This is an optimization exercise on Yosys and OpenROAD, whose aim is small area, a short achievable clock period and few clock cycles, not a production implementation.
Where RTL was checked, it was by simulation tests only, not by an equivalence proof against the original.
Power and IR drop assume default switching activity.

Design systolic_mac_top, start of the top module:
module systolic_mac_top (
    input  logic                                     clk,
    input  logic                                     rst,
    input  logic                                     in_req,
    input  logic                                     in_first,
    input  logic                                     in_last,
    input  logic [GRID_SIZE*DATA_WIDTH-1:0]          a_col,
    input  logic [GRID_SIZE*DATA_WIDTH-1:0]          b_row,
    output logic                                     in_ack,
    output logic [GRID_SIZE*GRID_SIZE*ACC_WIDTH-1:0] c_mat,
    output logic                                     done
);
Size: ~3200 cells after synthesis, ~650 flip-flops, about 390 I/O pins, about 36000 um^2 of cells after synthesis.
clock: 5.5 ns
lec_check: 0
cap_margin: 20
core_margin: 2
core_utilization: 40
cts_cluster_diameter: 100
cts_cluster_size: 20
setup_slack_margin: 2.5
slew_margin: 20
tns_end_percent: 100
standard.sh (not shown) runs the stock make flow with config.mk's settings and CLKGATE_MAP_FILE= SYNTH_SCRIPT=/design/flow/synth_recipe.tcl, a recipe that flattens the netlist after the stock synthesis.
==> flow/flow/run.sh <==
#!/bin/bash
# The standard layout (the standard.sh, standard synthesis included), with one change:
# the buffers that placement puts on every input and output port are sky130_fd_sc_hd__buf_2
# instead of the delay cell ORFS picks by default (clkdlybuf4s50_1, twice the area of buf_2).
set -euo pipefail
bash standard.sh 'BUFFER_PORTS_ARGS=-buffer_cell sky130_fd_sc_hd__buf_2' finish > standard_flow.log 2>&1
The starting point produced a clean layout.
Testbench counts at the start, summed over its fixed seeds: cycles 3,614.
Then changed:
--- a/flow/config.mk
+++ b/flow/config.mk
@@ -8,7 +8,5 @@
 export CAP_MARGIN = 20
 export CORE_MARGIN = 2
-export CORE_UTILIZATION = 40
-export CTS_CLUSTER_DIAMETER = 100
-export CTS_CLUSTER_SIZE = 20
+export CORE_UTILIZATION = 55
 export SETUP_SLACK_MARGIN = 2.5
 export SLEW_MARGIN = 20
Power rises by a little under a tenth; final area rises slightly; non-clock buffer count decreases by 22; routed wire length drops by a few percent.

========
systolic_mac_top, a different RTL version from the one above (not shown whole).
Size in the first run: about 3600 cells after synthesis, roughly 630 flip-flops, about 390 I/O pins, ~38000 um^2 of cells after synthesis.
// systolic_mac_top
module systolic_mac_top (
    input  logic                                     clk,
    input  logic                                     rst,
    input  logic                                     in_req,
    input  logic                                     in_first,
    input  logic                                     in_last,
    input  logic [GRID_SIZE*DATA_WIDTH-1:0]          a_col,
    input  logic [GRID_SIZE*DATA_WIDTH-1:0]          b_row,
    output logic                                     in_ack,
    output logic [GRID_SIZE*GRID_SIZE*ACC_WIDTH-1:0] c_mat,
    output logic                                     done
);
clock: 5.5 ns
lec_check: 0
cap_margin: 20
core_margin: 2
core_utilization: 40
setup_slack_margin: 2.0
slew_margin: 20
tns_end_percent: 100
run.sh (not shown) runs the stock make flow with config.mk's settings and CLKGATE_MAP_FILE= SYNTH_SCRIPT=/design/flow/synth_recipe.tcl, a recipe that flattens the netlist after the stock synthesis.
Stock flow here: none of the scripts above is used.
Then changed:
- SETUP_SLACK_MARGIN: 2.0 -> 3.0
After rerunning: Setup slack improved by 13 ps. Die area does not change. Final cell count came out higher by a little under a tenth. Clock power came out higher slightly.
No functional check of the RTL was part of any run of this note.

========
v10:
Another version of the RTL of systolic_mac_top (not shown whole).
Size: ~640 flip-flops, roughly 390 I/O pins.
==> flow/config.mk <==
export PLATFORM = sky130hd
export DESIGN_NAME = systolic_mac_top
export DESIGN_NICKNAME = systolic_mac_top
export VERILOG_FILES = /design/flow/design.v
export SDC_FILE = /design/flow/constraint.sdc
export NUM_CORES = 4
export LEC_CHECK = 0
export CAP_MARGIN = 20
export CORE_MARGIN = 2
export CORE_UTILIZATION = 40
export CTS_CLUSTER_DIAMETER = 100
export CTS_CLUSTER_SIZE = 20
export PLACE_DENSITY = 0.7
export SETUP_SLACK_MARGIN = 2.7
export SLEW_MARGIN = 20
export TNS_END_PERCENT = 100
==> flow/constraint.sdc <==
create_clock -name core_clock -period 5.5 [get_ports {clk}]
set_input_delay 1.1000 -clock core_clock [delete_from_list [all_inputs] [get_ports {clk}]]
set_output_delay 1.1000 -clock core_clock [all_outputs]
set_load 0.01 [all_outputs]
standard.sh (not shown) runs the stock make flow with config.mk's settings and CLKGATE_MAP_FILE= SYNTH_SCRIPT=/design/flow/synth_recipe.tcl, a recipe that flattens the netlist after the stock synthesis.
==> flow/flow/run.sh <==
#!/bin/bash
# The standard layout (the standard.sh, standard synthesis included), with one change:
# the buffers that placement puts on every input and output port are sky130_fd_sc_hd__buf_1
# instead of the delay cell ORFS picks by default (clkdlybuf4s50_1, twice the area of buf_2).
set -euo pipefail
bash standard.sh 'BUFFER_PORTS_ARGS=-buffer_cell sky130_fd_sc_hd__buf_1' finish > standard_flow.log 2>&1
Testbench counts of v10, summed over its fixed seeds: cycles 3,614.
--- input diff v10..v8 ---
Settings: CTS_CLUSTER_DIAMETER: 100 -> unset; SETUP_SLACK_MARGIN: 2.7 -> 2.5; CTS_CLUSTER_SIZE: 20 -> unset; PLACE_DENSITY: 0.7 -> unset.
==> flow/flow/run.sh <==
#!/bin/bash
# The standard layout (the standard.sh, standard synthesis included), with one change:
# the buffers that placement puts on every input and output port are sky130_fd_sc_hd__buf_2
# instead of the delay cell ORFS picks by default (clkdlybuf4s50_1, twice the area of buf_2).
set -euo pipefail
bash standard.sh 'BUFFER_PORTS_ARGS=-buffer_cell sky130_fd_sc_hd__buf_2' finish > standard_flow.log 2>&1
### Flow results
v8 reached the end of the flow, and the finished layout is clean on the timing, DRC and antenna checks. Lower met2 capacity usage during global routing goes to v8 over v10. Compared with v10, v8 shows wire length that has gone down by a few percent. From v10 to v8 the numbers moved as follows: highest net fanout along the worst path increased 29, sequential share of layout area decreased 0.93 points, number of vias in the routed layout decreased about 2.4%. Maximum number of pins on one net before global-route repair went down by more than 10% going from v10 to v8. On worst hold margin, v10 beats v8. When the final numbers for v10 and v8 were put side by side, the cell area turned out to be greater in v8.
### v8 -> v4
Settings: changing SETUP_SLACK_MARGIN from 2.5 to 2.7; setting CTS_CLUSTER_DIAMETER to 100 for the first time; setting CTS_CLUSTER_SIZE to 20 for the first time.
==> flow/flow/run.sh <==
#!/bin/bash
# The standard layout (the standard.sh, standard synthesis included), with one change:
# the buffers that placement puts on every input and output port are sky130_fd_sc_hd__buf_1
# instead of the delay cell ORFS picks by default (clkdlybuf4s50_1, twice the area of buf_2).
set -euo pipefail
bash standard.sh 'BUFFER_PORTS_ARGS=-buffer_cell sky130_fd_sc_hd__buf_1' finish > standard_flow.log 2>&1
Results
- Against v8, v4 reports a number of H-tree levels that is lower.
- v4 vs. v8: number of sequential cells barely changed, overall power of the completed layout lower, fraction of layout instances using a drive strength above 1 -11 points, worst setup slack has increased, portion of total power attributed to combinational logic saw an increase.
- Across both runs, achievable clock frequency was higher for v4 than for v8.
- Worst hold slack sits higher in v4 than in v8.
- Measured slew at the worst slew-check pin in v4 is 170 ps above v8.
For v59, these inputs were changed with respect to v4:
==> flow/flow/run.sh <==
#!/bin/bash
# The standard layout (the standard.sh, standard synthesis included), with one change:
# the buffers that placement puts on every input and output port are sky130_fd_sc_hd__buf_2
# instead of the delay cell ORFS picks by default (clkdlybuf4s50_1, twice the area of buf_2).
set -euo pipefail
bash standard.sh 'BUFFER_PORTS_ARGS=-buffer_cell sky130_fd_sc_hd__buf_2' finish > standard_flow.log 2>&1
--- outcome ---
Diff v4 -> v59 | average routed wire per standard cell | up slightly
Utilization, v4 and v59: larger value in v59
Row final worst-path setup slack: v59 lower / v4 higher
Comparing area fraction of clock buffers and clock inverters for v4 and v59, the bigger number came from v4.
Delta(number of diodes, v59 - v4) > 0
v59 against v4: total power draw went up 160 uW; overall routed net length went up 830 um; filler-free cell count of the finished design held; post-route fraction of the period consumed by the critical path went up 1.7 points.
Relative to v4, the final cell area reported for v59 is higher.

========
Starting RTL as in the previous note.
Settings: LEC_CHECK=0, CAP_MARGIN=20, CORE_MARGIN=2, CORE_UTILIZATION=40, CTS_CLUSTER_DIAMETER=100, CTS_CLUSTER_SIZE=20, SETUP_SLACK_MARGIN=2.7, SLEW_MARGIN=20, TNS_END_PERCENT=100; clock period 5.5 ns.
==> flow/flow/run.sh <==
#!/bin/bash
# The standard layout (the standard.sh, standard synthesis included), with one change:
# the buffers that placement puts on every input and output port are sky130_fd_sc_hd__buf_1
# instead of the delay cell ORFS picks by default (clkdlybuf4s50_1, 2.7 times the area of buf_1).
set -euo pipefail
bash standard.sh 'BUFFER_PORTS_ARGS=-buffer_cell sky130_fd_sc_hd__buf_1' finish > standard_flow.log 2>&1
Testbench counts at the start, summed over its fixed seeds: cycles 3,614.
Next try:
--- a/flow/flow/run.sh
+++ b/flow/flow/run.sh
@@ -3,3 +3,3 @@
 # the buffers that placement puts on every input and output port are sky130_fd_sc_hd__buf_1
-# instead of the delay cell ORFS picks by default (clkdlybuf4s50_1, 2.7 times the area of buf_1).
+# instead of the delay cell ORFS picks by default (clkdlybuf4s50_1, twice the area of buf_2).
 set -euo pipefail
- GPL_ROUTABILITY_DRIVEN: default -> 0
What happened:
- wire length does not change
- maximum frequency does not change
- non-clock buffer count stays the same
- cell count is unchanged
- core utilization stays the same
- global-route usage does not change
- synthesized area does not change
Next try:
- GPL_ROUTABILITY_DRIVEN: 0 -> default
- SETUP_SLACK_MARGIN: 2.7 -> 2.9
After rerunning:
- wire length is higher by 7.2%
- total power rises by 2.9%
- combinational power goes up by about 6%
- cell count increases by 2.8%
- maximum frequency went up by 0.54%
Next try:
- CORE_UTILIZATION: 40 -> 50
- SETUP_SLACK_MARGIN: 2.9 -> 2.7
The changed run finished with timing, DRC and antenna clean.
Die area decreases by 20%.
Sequential share of layout area goes up by 2.5 points.
Routed wire length is lower by 5.0%.

========
systolic_mac_top, a different RTL version from the one above (not shown whole).
Size in the first run: roughly 3,500 cells after synthesis, ~39,000 µm² of cells after synthesis.
Settings: LEC_CHECK=0, CAP_MARGIN=20, CORE_MARGIN=2, CORE_UTILIZATION=40, SETUP_SLACK_MARGIN=2.5, SLEW_MARGIN=20, TNS_END_PERCENT=100; clock period 5.5 ns.
run.sh (not shown) runs the stock make flow with config.mk's settings and CLKGATE_MAP_FILE= SYNTH_SCRIPT=/design/flow/synth_recipe.tcl, a recipe that flattens the netlist after the stock synthesis.
Stock flow here: none of the scripts above is used.
Testbench counts at the start, summed over its fixed seeds: cycles 3,614.
Rerun with:
==> flow/flow/run.sh (new file) <==
#!/bin/bash
# The standard layout (the standard.sh, standard synthesis included), with one change:
# the buffers that placement puts on every input and output port are sky130_fd_sc_hd__buf_2
# instead of the delay cell ORFS picks by default (clkdlybuf4s50_1, twice the area of buf_2).
set -euo pipefail
bash standard.sh 'BUFFER_PORTS_ARGS=-buffer_cell sky130_fd_sc_hd__buf_2' finish > standard_flow.log 2>&1
==> flow/standard.sh (new file) <==
#!/bin/bash
# synth_recipe.tcl (not shown) runs the flow's synth.tcl, then flattens the netlist and writes it again
# the make line also repeats each setting of config.mk as NAME=value (left out here)
make -C /OpenROAD-flow-scripts/flow DESIGN_CONFIG=/design/flow/config.mk WORK_HOME=/design/flow/orfs CLKGATE_MAP_FILE= SYNTH_SCRIPT=/design/flow/synth_recipe.tcl "${@:-finish}"
removed: flow/run.sh
Outcome: The changed run completed with no timing, DRC or antenna violations; utilization is lower by 1.8 points; worst setup slack is better by 0.012 ns; cell area went down by a few percent; combinational power went down by a little under a tenth; clock power rose by a few percent; die area stays the same; register-to-register slack hardly moves; fmax goes up slightly.

[what the ideal ports hide]
No port has a modelled driver above. Below, the same layouts with a new extraction and two added sets of constraints. Step 1: set_driving_cell puts a clkbuf_16 on clk and a buf_2 on each other input, an assumption about the parent block. Step 2 also shifts input and output timing later by t, the mid clock arrival at the registers, as if the neighbouring blocks saw the same clock. a / b / c = ideal / step 1 / step 2; a / b = the first two.
| run | shift t [ns] | setup slack, ns | hold slack, ns | latest minus earliest clock arrival (ns) | worst data-port slew with drivers (ns) |
|---|---|---|---|---|---|
| the first run of note 1 | 0.651 | 2.620 / 2.620 / 2.620 | 0.310 / 0.270 / 0.383 | 0.032 / 0.032 | 0.15 |
| the second run of note 1 | 0.673 | 2.531 / 2.531 / 2.531 | 0.299 / 0.254 / 0.373 | 0.024 / 0.024 | 0.14 |
| the first run of note 2 | 0.703 | 1.853 / 1.853 / 1.853 | 0.382 / 0.382 / 0.382 | 0.036 / 0.036 | 0.12 |
| the second run of note 2 | 0.718 | 1.866 / 1.866 / 1.866 | 0.383 / 0.383 / 0.383 | 0.021 / 0.021 | 0.11 |
| v10 | 0.651 | 2.736 / 2.736 / 2.736 | 0.364 / 0.354 / 0.387 | 0.031 / 0.031 | 0.16 |
| v8 | 0.694 | 2.611 / 2.611 / 2.611 | 0.281 / 0.262 / 0.367 | 0.022 / 0.022 | 0.14 |
| v4 | 0.647 | 2.765 / 2.765 / 2.447 | 0.375 / 0.371 / 0.380 | 0.031 / 0.031 | 0.14 |
| v59 | 0.645 | 2.670 / 2.670 / 2.507 | 0.324 / 0.307 / 0.382 | 0.027 / 0.027 | 0.14 |
| the first run of note 4 | 0.647 | 2.765 / 2.765 / 2.447 | 0.375 / 0.371 / 0.380 | 0.031 / 0.031 | 0.14 |
| the second run of note 4 | 0.647 | 2.765 / 2.765 / 2.447 | 0.375 / 0.371 / 0.380 | 0.031 / 0.031 | 0.14 |
| the third run of note 4 | 0.649 | 2.779 / 2.779 / 2.445 | 0.373 / 0.368 / 0.380 | 0.038 / 0.038 | 0.14 |
| the fourth run of note 4 | 0.653 | 2.723 / 2.723 / 2.723 | 0.376 / 0.349 / 0.376 | 0.032 / 0.033 | 0.13 |
| the first run of note 5 | 0.710 | 2.558 / 2.558 / 2.351 | 0.373 / 0.373 / 0.373 | 0.029 / 0.029 | 0.12 |
| the second run of note 5 | 0.709 | 2.570 / 2.570 / 2.500 | 0.272 / 0.235 / 0.380 | 0.028 / 0.028 | 0.12 |
After both steps setup and hold are still met in every run listed. For the third run of note 4, which loses most, drivers alone change the setup slack by 0.000 ns; drivers and shift together by -0.334 ns.
